This is an optimization exercise on Yosys and OpenROAD, whose aim is small area, not a production implementation.
In this exercise RTL edits were held to simulation tests only and were not proved equivalent to the original.
Power and IR drop assume default switching activity.

==> flow/design.v <==
`default_nettype none
package srq_pkg;
  localparam int QUEUE_DEPTH_DEF = 16;
  localparam int TIME_BITS_DEF   = 32;
  localparam int ENTRY_BITS      = 8 + TIME_BITS_DEF;
  localparam logic [1:0] CMD_ENQUEUE = 2'd0;
  localparam logic [1:0] CMD_SORT_IN = 2'd1;
  localparam logic [1:0] CMD_DEQUEUE = 2'd2;
  localparam logic [1:0] CMD_READ    = 2'd3;
endpackage
`default_nettype wire
`default_nettype none
module srq_cell #(
  parameter int TIME_BITS = srq_pkg::TIME_BITS_DEF,
  parameter int W         = 8 + TIME_BITS
) (
  input  wire logic                 clk,
  input  wire logic                 sel_hold,
  input  wire logic                 sel_left,
  input  wire logic                 sel_right,
  input  wire logic                 sel_new,
  input  wire logic [W-1:0]         new_word,
  input  wire logic [W-1:0]         left_word,
  input  wire logic [W-1:0]         right_word,
  input  wire logic [TIME_BITS-1:0] new_time,
  output logic                      ge,
  output logic [W-1:0]              word
);
  logic [W-1:0] word_r;
  logic [TIME_BITS:0] c;
  assign c[0] = 1'b1;
  for (genvar i = 0; i < TIME_BITS; i++) begin : g_rip
    assign c[i+1] = (word_r[i] & ~new_time[i]) | (word_r[i] & c[i]) | (~new_time[i] & c[i]);
  end
  assign ge = c[TIME_BITS];
  always_ff @(posedge clk) begin
    word_r <= ({W{sel_hold}}  & word_r)
            | ({W{sel_left}}  & left_word)
            | ({W{sel_right}} & right_word)
            | ({W{sel_new}}   & new_word);
  end
  assign word = word_r;
endmodule
`default_nettype wire
`default_nettype none
module sorted_ready_queue #(
  parameter int QUEUE_DEPTH = srq_pkg::QUEUE_DEPTH_DEF,
  parameter int TIME_BITS   = srq_pkg::TIME_BITS_DEF
) (
  input  wire logic clk,
  input  wire logic rst_n,
  input  wire logic start,
  output logic      busy,
  input  wire logic [41:0] in_data,
  output logic      out_strobe,
  output logic [46:0] out_data
);
  localparam int W     = 8 + TIME_BITS;
  localparam int CNT_W = $clog2(QUEUE_DEPTH + 1);
  logic [1:0] cmd;
  assign cmd = in_data[41:40];
  logic [CNT_W-1:0] count_r;
  logic             pend_r;
  logic             strobe_r, found_r, full_r;
  logic             stg_valid_r, stg_sort_r;
  logic [W-1:0]     stg_word_r;
  logic is_insert, is_sort, is_take, is_deq;
  logic full, empty;
  assign is_insert = !cmd[1];
  assign is_sort   = (cmd == srq_pkg::CMD_SORT_IN);
  assign is_take   = cmd[1];
  assign is_deq    = (cmd == srq_pkg::CMD_DEQUEUE);
  assign full  = (count_r == CNT_W'(QUEUE_DEPTH));
  assign empty = (count_r == '0);
  logic [CNT_W-1:0] row_end_r;
  logic [TIME_BITS-1:0] stg_time;
  assign stg_time = stg_word_r[TIME_BITS-1:0];
  logic [W-1:0] word [0:QUEUE_DEPTH+1];
  logic         ge   [0:QUEUE_DEPTH-1];
  assign word[0]             = stg_word_r;
  assign word[QUEUE_DEPTH+1] = stg_word_r;
  logic                 place_sort;
  logic [QUEUE_DEPTH:0] hit_self;
  logic [QUEUE_DEPTH:0] upto;    
  logic [QUEUE_DEPTH:0] first;
  assign place_sort = stg_valid_r && stg_sort_r;
  for (genvar k = 0; k < QUEUE_DEPTH; k++) begin : g_hit
    logic live;
    assign live = (CNT_W'(k) < row_end_r);
    if (k == 0) begin : g0
      assign hit_self[k] = !pend_r && (!live || (place_sort && ge[k]));
    end else begin : gk
      assign hit_self[k] = !live || (place_sort && ge[k]);
    end
  end
  assign hit_self[QUEUE_DEPTH] = 1'b1;
  assign upto[0]  = hit_self[0];
  assign first[0] = hit_self[0];
  for (genvar k = 1; k <= QUEUE_DEPTH; k++) begin : g_upto
    assign upto[k]  = upto[k-1] | hit_self[k];
    assign first[k] = hit_self[k] && !upto[k-1];
  end
  for (genvar k = 0; k < QUEUE_DEPTH; k++) begin : g_cell
    logic s_hold, s_left, s_right, s_new, prev_hit;
    if (k == 0) begin : g0
      assign prev_hit = 1'b0;
    end else begin : gk
      assign prev_hit = upto[k-1];
    end
    assign s_hold  = pend_r ? upto[k] : !upto[k];
    assign s_right = pend_r && !upto[k+1];
    assign s_new   = pend_r ? first[k+1] : first[k];
    assign s_left  = !pend_r && prev_hit;
    srq_cell #(
      .TIME_BITS (TIME_BITS)
    ) u_cell (
      .clk        (clk),
      .sel_hold   (s_hold),
      .sel_left   (s_left),
      .sel_right  (s_right),
      .sel_new    (s_new),
      .new_word   (stg_word_r),
      .left_word  (word[k]),
      .right_word (word[k+2]),
      .new_time   (stg_time),
      .ge         (ge[k]),
      .word       (word[k+1])
    );
  end
  assign busy = 1'b0;
  always_ff @(posedge clk) begin
    if (!rst_n) begin
      count_r     <= '0;
      row_end_r   <= '0;
      pend_r      <= 1'b0;
      stg_valid_r <= 1'b0;
      strobe_r    <= 1'b0;
    end else begin
      strobe_r    <= start;
      row_end_r   <= count_r;
      pend_r      <= start && is_deq && !empty;
      stg_valid_r <= start && is_insert && !full;
      if (start && is_insert && !full) begin
        count_r <= count_r + CNT_W'(1);
      end else if (start && is_deq && !empty) begin
        count_r <= count_r - CNT_W'(1);
      end
    end
  end
  always_ff @(posedge clk) begin
    stg_word_r <= in_data[W-1:0];
    stg_sort_r <= is_sort;
    if (start) begin
      found_r <= is_take && !empty;
      full_r  <= is_insert && full;
    end
  end
  assign out_strobe = strobe_r;
  assign out_data   = {word[1] & {W{found_r}}, found_r, full_r, 5'(count_r)};
endmodule
`default_nettype wire
clock: 5.5 ns
lec_check: 0
cap_margin: 0
core_margin: 2
core_utilization: 50
setup_slack_margin: 0.05
slew_margin: 0
standard.sh (not shown) runs the stock make flow with config.mk's settings and CLKGATE_MAP_FILE= SYNTH_SCRIPT=/design/flow/synth_recipe.tcl, a recipe that flattens the netlist after the stock synthesis.
==> flow/flow/run.sh <==
#!/bin/bash
# ORFS flow with the standard synthesis script, except that ABC maps
# with abc_map.script (one restructuring round instead of five), plus
# smaller port buffers and a lighter clock tree. make's output goes to
# standard.log; ORFS keeps each step's log in orfs/logs.
set -euo pipefail
here=$(pwd)
bash standard.sh \
  "SYNTH_SCRIPT=$here/flow/my_synth.tcl" \
  "BUFFER_PORTS_ARGS=-buffer_cell sky130_fd_sc_hd__buf_1" \
  "CTS_ARGS=-sink_clustering_enable -repair_clock_nets -buf_list sky130_fd_sc_hd__clkbuf_4 -sink_clustering_size 10 -sink_clustering_max_diameter 35 -dont_use_dummy_load" \
  finish > standard.log 2>&1
==> flow/flow/abc_map.script <==
&get -n
&st
&dch
&nf
&st
&if -g -K 4
&synch2
&nf
&st
&dc2
&dch
&nf
&put
topo
dnsize -c
==> flow/flow/my_synth.tcl <==
# The standard synthesis script (synth_recipe.tcl), with ABC's mapping
# script swapped for abc_map.script beside this file. Everything else,
# flip-flop mapping included, is the standard synthesis.
set my_abc_script [file join [file dirname [file normalize [info script]]] abc_map.script]
proc synth {args} { yosys synth -nofsm -noshare {*}$args }
proc abc {args} {
  set i [lsearch -exact $args -script]
  if { $i >= 0 } { lset args [expr { $i + 1 }] $::my_abc_script }
  yosys abc {*}$args
}
source $::env(SCRIPTS_DIR)/synth.tcl
# left out here: clear keep_hierarchy, flatten, clean up, hide names made inside functions, write 1_2_yosys.v
The starting point produced a clean layout.
Then changed:
--- a/flow/config.mk
+++ b/flow/config.mk
@@ -6,7 +6,7 @@
 export NUM_CORES = 4
 export LEC_CHECK = 0
-export CAP_MARGIN = 0
+export CAP_MARGIN = 5
 export CORE_MARGIN = 2
-export CORE_UTILIZATION = 50
+export CORE_UTILIZATION = 60
 export SETUP_SLACK_MARGIN = 0.05
-export SLEW_MARGIN = 0
+export SLEW_MARGIN = 5
The changed run completed with no timing, DRC or antenna violations.
Synthesized area is unchanged.
Via count rises by 1.7%.
Cell area decreases by about 0.7%.
Clock skew barely changes.
Hold slack improves by 0.021 ns.
Non-clock buffer count is unchanged.
Combinational power rose by about 0.8%.
Power hardly moves.
Core utilization goes up by 11 points.
Then changed:
==> flow/flow/abc_map.script (replaced) <==
&get -n
&st
&dch
&nf
&st
&syn2
&if -g -K 4
&synch2
&nf
&st
&dc2
&dch
&nf
&put
topo
dnsize -c
--- a/flow/config.mk
+++ b/flow/config.mk
@@ -8,5 +8,5 @@
 export CAP_MARGIN = 5
 export CORE_MARGIN = 2
-export CORE_UTILIZATION = 60
+export CORE_UTILIZATION = 50
 export SETUP_SLACK_MARGIN = 0.05
 export SLEW_MARGIN = 5
The new run produced a clean layout.
Area after synthesis is higher by 0.42%.
Wire length grows by 9.7%.
Via count is about the same.
Cell area grows by 2.0%.
Core utilization falls by 10 points.

==> static timing again, ports no longer ideal <==
No port has a modelled driver above. Below, the same layouts with a new extraction and two added sets of constraints.
Step 1 sets driving cells, clkbuf_16 on the clock port and buf_2 on the other inputs (assumed; they add their load-dependent delay and slew).
Step 2 times the ports against the registers' clock, not the clock port: input delays grow and output delays shrink by t, the midpoint of the rising clock arrivals with the driver on.
a / b / c = no drivers / after step 1 / after step 2; a / b = the first two.
run | shift t [ns] | setup slack, ns | hold slack, ns
the first run | 1.039 | 0.267 / 0.267 / 0.267 | 0.175 / 0.134 / 0.451
the second run | 1.007 | 0.315 / 0.315 / 0.315 | 0.196 / 0.160 / 0.476
the third run | 1.025 | 0.224 / 0.224 / 0.224 | 0.163 / 0.133 / 0.466
After both steps every run listed still meets setup and hold.
